What follows belongs to an exercise in optimizing a design on an open flow for small area, a short achievable clock period and few clock cycles per item; a production flow would make more cautious choices. Only simulation tests tie the RTL to the original design; equivalence was not proved.

==> 10-10 <==
==> flow/design.v (excerpt) <==
module mouse_delta_scaler (
	input  wire logic                                clk,
	input  wire logic                                arst_n,
	input  wire logic                                in_valid,
	output logic                                     in_stall,
	input  wire logic signed [msc_pkg::MAG_W-1:0]    delta_x,
	input  wire logic signed [msc_pkg::MAG_W-1:0]    delta_y,
	input  wire logic [msc_pkg::BTN_W-1:0]           button_bits,
	output logic                                     out_valid,
	input  wire logic                                out_stall,
	output logic signed [msc_pkg::OUT_W-1:0]         axis_x,
	output logic signed [msc_pkg::OUT_W-1:0]         axis_y,
	output logic [msc_pkg::BTN_W-1:0]                button_state,
	input  wire logic                                psel,
	input  wire logic                                penable,
	input  wire logic                                pwrite,
	input  wire logic [msc_pkg::ADDR_W-1:0]          paddr,
	input  wire logic [msc_pkg::DATA_W-1:0]          pwdata,
	output logic [msc_pkg::DATA_W-1:0]               prdata,
	output logic                                     pready
);
	logic [9:0]  scale_x_q, scale_y_q;
	logic [15:0] sens_q;
	logic [17:0] gain_x_q, gain_y_q;
	logic [15:0] thr_q;
	logic        inv_q;
	logic [2:0]  reg_idx;
	logic        wr;
	assign reg_idx = paddr[4:2];
	assign pready  = 1'b1;
  ...
clock: 10.0 ns
lec_check: 0
cap_margin: 20
core_margin: 2
core_utilization: 40
slew_margin: 20
run.sh (not shown) runs the stock make flow with config.mk's settings and CLKGATE_MAP_FILE= SYNTH_SCRIPT=/design/flow/synth_recipe.tcl, a recipe that flattens the netlist after the stock synthesis.
==> 04-12: changes against 10-10 <==
--- a/flow/design.v
+++ b/flow/design.v
@@ -6021,71 +6021,89 @@
 			r8_b   <= r7_b;
 		end
 	end
 	logic [17:0] rh9;
 	logic [17:0] a9, e_a;
-	logic [27:0] e_uy;
-	logic        e_sy;
+	logic signed [30:0] e_v;
 	logic [44:0] w9x;
 	logic [28:0] e_x;
 	logic [7:0]  e_b;
 	assign rh9 = r8_rs + r8_rc;
 	assign a9  = r8_sy ? (18'(thr) + 18'(thr) - rh9) : rh9;
 	assign w9x = r8_wsx + r8_wcx;
 	always_ff @(posedge clk) begin
 		if (adv) begin
 			e_a  <= a9;
-			e_uy <= r8_uy;
-			e_sy <= r8_sy;
+			e_v  <= r8_sy ? 31'd0 - 31'(r8_uy) : 31'(r8_uy);
 			e_x  <= w9x[44:16];
 			e_b  <= r8_b;
 		end
 	end
 	logic signed [16:0] lo_q;
 	logic [15:0] lm_q;
-	logic [19:0] a_f, c0, c1, c2, c3;
-	logic [19:0] thr20;
+	logic [19:0] a_f, l_f;
+	logic [19:0] k1_q, k2_q, k3_q;
+	logic        thr_zero_q;
+	logic [19:0] c0, c1, c2, c3;
+	logic        z0, z1, z2;
 	logic signed [30:0] s_f;
 	logic signed [16:0] lo_d;
 	logic [15:0] lm_d;
 	logic [15:0] fm;
 	logic        fm_zero;
 	logic signed [16:0] fm_m;
 	logic [31:0] y_f;
-	logic        ny;
 	logic [31:0] axis_x_q, axis_y_q;
 	logic [7:0]  btn_q;
-	assign thr20 = 20'(thr);
-	assign a_f   = 20'(e_a);
-	assign c0    = a_f + 20'(lm_q);
-	assign c1    = a_f + 20'(lm_q) - thr20;
-	assign c2    = a_f + 20'(lm_q) - 20'(thr20 << 1);
-	assign c3    = a_f + 20'(lm_q) - 20'(thr20 << 1) - thr20;
-	assign s_f   = (e_sy ? 31'd0 - 31'(e_uy) : 31'(e_uy)) + 31'(lo_q);
+	always_ff @(posedge clk) begin
+		k1_q       <= 20'd0 - 20'(thr);
+		k2_q       <= 20'd0 - {3'b000, thr, 1'b0};
+		k3_q       <= 20'd0 - 20'(thr) - {3'b000, thr, 1'b0};
+		thr_zero_q <= (thr == 16'd0);
+	end
+	function automatic logic [19:0] add3(input logic [19:0] x, input logic [19:0] y,
+			input logic [19:0] z);
+		logic [19:0] sm, cy;
+		sm   = x ^ y ^ z;
+		cy   = (x & y) | (x & z) | (y & z);
+		add3 = sm + {cy[18:0], 1'b0};
+	endfunction
+	assign a_f = 20'(e_a);
+	assign l_f = 20'(lm_q);
+	assign c0  = a_f + l_f;
+	assign c1  = add3(a_f, l_f, k1_q);
+	assign c2  = add3(a_f, l_f, k2_q);
+	assign c3  = add3(a_f, l_f, k3_q);
+	assign z0  = (c0 == 20'd0);
+	assign z1  = (c1 == 20'd0);
+	assign z2  = (c2 == 20'd0);
+	assign s_f = e_v + 31'(lo_q);
 	always_comb begin
 		if (!c2[19]) begin
-			fm   = c2[15:0];
-			fm_m = 17'(c3);
+			fm      = c2[15:0];
+			fm_m    = 17'(c3);
+			fm_zero = z2;
 		end else if (!c1[19]) begin
-			fm   = c1[15:0];
-			fm_m = 17'(c2);
+			fm      = c1[15:0];
+			fm_m    = 17'(c2);
+			fm_zero = z1;
 		end else begin
-			fm   = c0[15:0];
-			fm_m = 17'(c1);
+			fm      = c0[15:0];
+			fm_m    = 17'(c1);
+			fm_zero = z0;
 		end
-		fm_zero = (fm == 16'd0);
-		if (thr == 16'd0) begin
+		if (thr_zero_q) begin
 			lo_d = '0;
 			lm_d = '0;
 		end else begin
 			lm_d = fm;
 			if (!s_f[30] || fm_zero) lo_d = {1'b0, fm};
 			else                     lo_d = fm_m;
 		end
 	end
-	assign ny  = inv ^ e_sy;
-	assign y_f = (ny ? ~(32'(e_uy)) : 32'(e_uy)) + (inv ? ~(32'(lo_q)) : 32'(lo_q)) + 32'(ny) + 32'(inv);
+	assign y_f = (inv ? ~(32'(e_v)) : 32'(e_v)) + (inv ? ~(32'(lo_q)) : 32'(lo_q)) +
+		{30'd0, inv, 1'b0};
 	logic [31:0] x_r, y_r, skx_q, sky_q;
 	logic [7:0]  b_r, skb_q;
 	logic        incoming, free, vsk_d;
 	assign x_r      = {{3{e_x[28]}}, e_x};
 	assign y_r      = y_f;
@@ -6200,20 +6218,20 @@
 				default: begin
 				end
 			endcase
 		end
 	end
-	always_comb begin
+	always_ff @(posedge clk) begin
 		case (reg_idx)
-			3'd0:    prdata = {22'd0, scale_x_q};
-			3'd1:    prdata = {22'd0, scale_y_q};
-			3'd2:    prdata = {16'd0, sens_q};
-			3'd3:    prdata = {14'd0, gain_x_q};
-			3'd4:    prdata = {14'd0, gain_y_q};
-			3'd5:    prdata = {16'd0, thr_q};
-			3'd6:    prdata = {31'd0, inv_q};
-			default: prdata = 32'd0;
+			3'd0:    prdata <= {22'd0, scale_x_q};
+			3'd1:    prdata <= {22'd0, scale_y_q};
+			3'd2:    prdata <= {16'd0, sens_q};
+			3'd3:    prdata <= {14'd0, gain_x_q};
+			3'd4:    prdata <= {14'd0, gain_y_q};
+			3'd5:    prdata <= {16'd0, thr_q};
+			3'd6:    prdata <= {31'd0, inv_q};
+			default: prdata <= 32'd0;
 		endcase
 	end
 	logic [25:0] kx, ky;
 	logic [28:0] recip;
 	logic        hold;
Settings changed: CORE_UTILIZATION 40 to 55, SETUP_SLACK_MARGIN set to 5.
==> 10-07: changes against 10-10 <==
--- a/flow/design.v
+++ b/flow/design.v
@@ -5722,10 +5722,33 @@
 		if (!c3[18])      step4 = {2'd3, c3[15:0]};
 		else if (!c2[18]) step4 = {2'd2, c2[15:0]};
 		else if (!c1[18]) step4 = {2'd1, c1[15:0]};
 		else              step4 = {2'd0, t[15:0]};
 	endfunction
+	function automatic logic [18:0] step8(input logic [15:0] rem, input logic [2:0] bits,
+			input logic [18:0] m1, input logic [18:0] m2, input logic [18:0] m3,
+			input logic [18:0] m4, input logic [18:0] m5, input logic [18:0] m6,
+			input logic [18:0] m7);
+		logic [18:0] t;
+		logic [19:0] c1, c2, c3, c4, c5, c6, c7;
+		t  = {rem, bits};
+		c1 = {1'b0, t} - {1'b0, m1};
+		c2 = {1'b0, t} - {1'b0, m2};
+		c3 = {1'b0, t} - {1'b0, m3};
+		c4 = {1'b0, t} - {1'b0, m4};
+		c5 = {1'b0, t} - {1'b0, m5};
+		c6 = {1'b0, t} - {1'b0, m6};
+		c7 = {1'b0, t} - {1'b0, m7};
+		if (!c7[19])      step8 = {3'd7, c7[15:0]};
+		else if (!c6[19]) step8 = {3'd6, c6[15:0]};
+		else if (!c5[19]) step8 = {3'd5, c5[15:0]};
+		else if (!c4[19]) step8 = {3'd4, c4[15:0]};
+		else if (!c3[19]) step8 = {3'd3, c3[15:0]};
+		else if (!c2[19]) step8 = {3'd2, c2[15:0]};
+		else if (!c1[19]) step8 = {3'd1, c1[15:0]};
+		else              step8 = {3'd0, t[15:0]};
+	endfunction
 	logic       kbusy_q, kload_q;
 	logic [2:0] kcnt_q;
 	logic [9:0] sxs_q, sys_q;
 	logic [25:0] kx_q, ky_q;
 	always_ff @(posedge clk or negedge arst_n) begin
@@ -5764,18 +5787,22 @@
 	logic [3:0]  rcnt_q;
 	logic [29:0] quo_q;
 	logic [15:0] rem_q;
 	logic [15:0] lq_q;
 	logic [15:0] lr_q;
-	logic [17:0] sa0, sb0;
-	logic [17:0] d3;
+	logic [18:0] sa0;
+	logic [17:0] sb0;
+	logic [18:0] d3, d5, d7;
 	logic [15:0] lmag;
 	always_ff @(posedge clk) begin
-		d3 <= 18'(thr) + {1'b0, thr, 1'b0};
-	end
-	assign sa0  = step4(rem_q, quo_q[29:28], thr, d3);
-	assign sb0  = step4(lr_q, lq_q[15:14], thr, d3);
+		d3 <= 19'(thr) + {2'b00, thr, 1'b0};
+		d5 <= 19'(thr) + {1'b0, thr, 2'b00};
+		d7 <= {thr, 3'b000} - 19'(thr);
+	end
+	assign sa0  = step8(rem_q, quo_q[29:27], 19'(thr), {2'b00, thr, 1'b0}, d3,
+		{1'b0, thr, 2'b00}, d5, {d3[17:0], 1'b0}, d7);
+	assign sb0  = step4(lr_q, lq_q[15:14], thr, d3[17:0]);
 	assign lmag = lo[16] ? 16'(17'd0 - lo) : 16'(lo);
 	always_ff @(posedge clk or negedge arst_n) begin
 		if (!arst_n) begin
 			rbusy_q <= 1'b0;
 			rwait_q <= 1'b0;
@@ -5786,28 +5813,28 @@
 			lr_q    <= '0;
 		end else begin
 			if (wr && idx == 3'd5) begin
 				rbusy_q <= 1'b1;
 				rwait_q <= 1'b1;
-				rcnt_q  <= 4'd14;
+				rcnt_q  <= 4'd9;
 				quo_q   <= 30'h1fff_ffff;
 				rem_q   <= '0;
 				lq_q    <= lmag;
 				lr_q    <= '0;
 			end else if (rwait_q) begin
 				rwait_q <= 1'b0;
 			end else if (rbusy_q) begin
-				quo_q <= {quo_q[27:0], sa0[17:16]};
+				quo_q <= {quo_q[26:0], sa0[18:16]};
 				rem_q <= sa0[15:0];
 				lq_q  <= {lq_q[13:0], 2'b00};
 				lr_q  <= sb0[15:0];
 				rcnt_q <= rcnt_q - 1'b1;
 				if (rcnt_q == '0) rbusy_q <= 1'b0;
 			end
 		end
 	end
-	assign lm_load = rbusy_q && !rwait_q && rcnt_q == 4'd6;
+	assign lm_load = rbusy_q && !rwait_q && rcnt_q == 4'd1;
 	assign lm_new  = (lo[16] && lr_q != 16'd0) ? 16'(thr - lr_q) : lr_q;
 	assign hold  = (wr && (idx <= 3'd2 || idx == 3'd5)) || kbusy_q ||
 		(rbusy_q && (rwait_q || rcnt_q > 4'd5));
 	assign kx    = kx_q;
 	assign ky    = ky_q;
@@ -6021,71 +6048,89 @@
 			r8_b   <= r7_b;
 		end
 	end
 	logic [17:0] rh9;
 	logic [17:0] a9, e_a;
-	logic [27:0] e_uy;
-	logic        e_sy;
+	logic signed [30:0] e_v;
 	logic [44:0] w9x;
 	logic [28:0] e_x;
 	logic [7:0]  e_b;
 	assign rh9 = r8_rs + r8_rc;
 	assign a9  = r8_sy ? (18'(thr) + 18'(thr) - rh9) : rh9;
 	assign w9x = r8_wsx + r8_wcx;
 	always_ff @(posedge clk) begin
 		if (adv) begin
 			e_a  <= a9;
-			e_uy <= r8_uy;
-			e_sy <= r8_sy;
+			e_v  <= r8_sy ? 31'd0 - 31'(r8_uy) : 31'(r8_uy);
 			e_x  <= w9x[44:16];
 			e_b  <= r8_b;
 		end
 	end
 	logic signed [16:0] lo_q;
 	logic [15:0] lm_q;
-	logic [19:0] a_f, c0, c1, c2, c3;
-	logic [19:0] thr20;
+	logic [19:0] a_f, l_f;
+	logic [19:0] k1_q, k2_q, k3_q;
+	logic        thr_zero_q;
+	logic [19:0] c0, c1, c2, c3;
+	logic        z0, z1, z2;
 	logic signed [30:0] s_f;
 	logic signed [16:0] lo_d;
 	logic [15:0] lm_d;
 	logic [15:0] fm;
 	logic        fm_zero;
 	logic signed [16:0] fm_m;
 	logic [31:0] y_f;
-	logic        ny;
 	logic [31:0] axis_x_q, axis_y_q;
 	logic [7:0]  btn_q;
-	assign thr20 = 20'(thr);
-	assign a_f   = 20'(e_a);
-	assign c0    = a_f + 20'(lm_q);
-	assign c1    = a_f + 20'(lm_q) - thr20;
-	assign c2    = a_f + 20'(lm_q) - 20'(thr20 << 1);
-	assign c3    = a_f + 20'(lm_q) - 20'(thr20 << 1) - thr20;
-	assign s_f   = (e_sy ? 31'd0 - 31'(e_uy) : 31'(e_uy)) + 31'(lo_q);
+	always_ff @(posedge clk) begin
+		k1_q       <= 20'd0 - 20'(thr);
+		k2_q       <= 20'd0 - {3'b000, thr, 1'b0};
+		k3_q       <= 20'd0 - 20'(thr) - {3'b000, thr, 1'b0};
+		thr_zero_q <= (thr == 16'd0);
+	end
+	function automatic logic [19:0] add3(input logic [19:0] x, input logic [19:0] y,
+			input logic [19:0] z);
+		logic [19:0] sm, cy;
+		sm   = x ^ y ^ z;
+		cy   = (x & y) | (x & z) | (y & z);
+		add3 = sm + {cy[18:0], 1'b0};
+	endfunction
+	assign a_f = 20'(e_a);
+	assign l_f = 20'(lm_q);
+	assign c0  = a_f + l_f;
+	assign c1  = add3(a_f, l_f, k1_q);
+	assign c2  = add3(a_f, l_f, k2_q);
+	assign c3  = add3(a_f, l_f, k3_q);
+	assign z0  = (c0 == 20'd0);
+	assign z1  = (c1 == 20'd0);
+	assign z2  = (c2 == 20'd0);
+	assign s_f = e_v + 31'(lo_q);
 	always_comb begin
 		if (!c2[19]) begin
-			fm   = c2[15:0];
-			fm_m = 17'(c3);
+			fm      = c2[15:0];
+			fm_m    = 17'(c3);
+			fm_zero = z2;
 		end else if (!c1[19]) begin
-			fm   = c1[15:0];
-			fm_m = 17'(c2);
+			fm      = c1[15:0];
+			fm_m    = 17'(c2);
+			fm_zero = z1;
 		end else begin
-			fm   = c0[15:0];
-			fm_m = 17'(c1);
+			fm      = c0[15:0];
+			fm_m    = 17'(c1);
+			fm_zero = z0;
 		end
-		fm_zero = (fm == 16'd0);
-		if (thr == 16'd0) begin
+		if (thr_zero_q) begin
 			lo_d = '0;
 			lm_d = '0;
 		end else begin
 			lm_d = fm;
 			if (!s_f[30] || fm_zero) lo_d = {1'b0, fm};
 			else                     lo_d = fm_m;
 		end
 	end
-	assign ny  = inv ^ e_sy;
-	assign y_f = (ny ? ~(32'(e_uy)) : 32'(e_uy)) + (inv ? ~(32'(lo_q)) : 32'(lo_q)) + 32'(ny) + 32'(inv);
+	assign y_f = (inv ? ~(32'(e_v)) : 32'(e_v)) + (inv ? ~(32'(lo_q)) : 32'(lo_q)) +
+		{30'd0, inv, 1'b0};
 	logic [31:0] x_r, y_r, skx_q, sky_q;
 	logic [7:0]  b_r, skb_q;
 	logic        incoming, free, vsk_d;
 	assign x_r      = {{3{e_x[28]}}, e_x};
 	assign y_r      = y_f;
@@ -6200,20 +6245,20 @@
 				default: begin
 				end
 			endcase
 		end
 	end
-	always_comb begin
+	always_ff @(posedge clk) begin
 		case (reg_idx)
-			3'd0:    prdata = {22'd0, scale_x_q};
-			3'd1:    prdata = {22'd0, scale_y_q};
-			3'd2:    prdata = {16'd0, sens_q};
-			3'd3:    prdata = {14'd0, gain_x_q};
-			3'd4:    prdata = {14'd0, gain_y_q};
-			3'd5:    prdata = {16'd0, thr_q};
-			3'd6:    prdata = {31'd0, inv_q};
-			default: prdata = 32'd0;
+			3'd0:    prdata <= {22'd0, scale_x_q};
+			3'd1:    prdata <= {22'd0, scale_y_q};
+			3'd2:    prdata <= {16'd0, sens_q};
+			3'd3:    prdata <= {14'd0, gain_x_q};
+			3'd4:    prdata <= {14'd0, gain_y_q};
+			3'd5:    prdata <= {16'd0, thr_q};
+			3'd6:    prdata <= {31'd0, inv_q};
+			default: prdata <= 32'd0;
 		endcase
 	end
 	logic [25:0] kx, ky;
 	logic [28:0] recip;
 	logic        hold;
Settings changed: ABC_AREA set to 1, CORE_UTILIZATION 40 to 55, SETUP_SLACK_MARGIN set to 5.
==> summary.md <==
| Metric | Value |
|---|---|
| Status | failed layout checks |
| Layout check faults | max-capacitance violations, max-slew violations |
| Post-Synth Simple-Gate Area | 0.0624 |
| Finished Cell Area | 154000 sq um |
| Synth Register Bits | 1680 |
| Hold Path End | u_dp.r7_uy[5]$_DFFE_PP_ |
| Max_cap viols | 1 |
| Synthesized cell area | 140000 sq um |
| Final Max Tran Viols | 11 |
| WP data required | 10.60 ns |
| Worst r2r src | u_dp.r2_ecy[1]$_DFFE_PP_ |
| Routed WL per cell | 24.5 microns |
# the run above: 04-12

==> summary.md <==
| Metric | Value |
|---|---|
| Hold Path End | u_dp.r3_dx[15]$_DFFE_PP_ |
| Post-Synth Simple-Gate Area | 0.0598 |
| Status | timing/DRC/antenna clean |
| Final Max Tran Viols | 0 |
| Leading cell type in the layout, fill and taps excluded | inv_1 |
| Synthesized cell area | 138000 sq um |
| Worst r2r src | u_dp.e_a[0]$_DFFE_PP_ |
| Finished Cell Area | 150000 sq um |
| Largest regs | u_dp.r8_wcx (45), u_dp.r8_wsx (45) |
| Seq area share | 0.308 |
| Synth Register Bits | 1638 |
| WP data required | 10.70 ns |
| Clk pin slew, worst setup/hold paths | 0.06 ns |
| Max_cap viols | 0 |
| Routed WL per cell | 20.9 microns |
# the run above: 10-10

==> summary.md <==
| Metric | Value |
|---|---|
| Max_cap viols | 0 |
| Worst r2r src | u_dp.r2_ecy[11]$_DFFE_PP_ |
| Final Max Tran Viols | 0 |
| WP data required | 10.62 ns |
| Hold Slack | 0.406 ns |
| Post-Synth Simple-Gate Area | 0.104 |
| Routed WL per cell | 22.7 microns |
| Status | timing/DRC/antenna clean |
| Synthesized cell area | 150000 sq um |
| Total track usage | 0.326 |
| Multi-input gate share of total cell area | 0.553 |
| WP buf/inv | 2 |
| Synth Register Bits | 1714 |
# the run above: 10-07

Testbench counts of 10-10, summed over its fixed seeds: cycles 1,336, items 1,200.
Testbench counts of 04-12, summed over its fixed seeds: cycles 1,336, items 1,200.
Testbench counts of 10-07, summed over its fixed seeds: cycles 1,296, items 1,200.

==> static timing again, ports no longer ideal <==
No port has a modelled driver above. Below, the same layouts with a new extraction and two added sets of constraints.
Step 1 (the two cells are an assumption about what drives the block):
set clk [get_ports {clk}]
set_driving_cell -lib_cell sky130_fd_sc_hd__clkbuf_16 $clk
set_driving_cell -lib_cell sky130_fd_sc_hd__buf_2 [delete_from_list [all_inputs] $clk]
Step 2, shift: input delay + t, output delay - t, t = (earliest + latest rising clock arrival at the registers) / 2. This alone moves slack from input paths to output paths.
Three values: ideal, step 1, step 2; two values: the first two.
| run | shift t [ns] | slack for setup (ns) | worst setup path after step 2 |
|---|---|---|---|
| 10-10 | 0.986 | 2.943 / 2.943 / 2.943 | register to register |
| 04-12 | 0.949 | 4.508 / 4.508 / 4.491 | input to register |
| 10-07 | 0.988 | 5.084 / 5.084 / 4.503 | input to register |
The setup slack of 10-07, which loses most, moves by 0.000 ns with the drivers and by -0.581 ns with both steps.
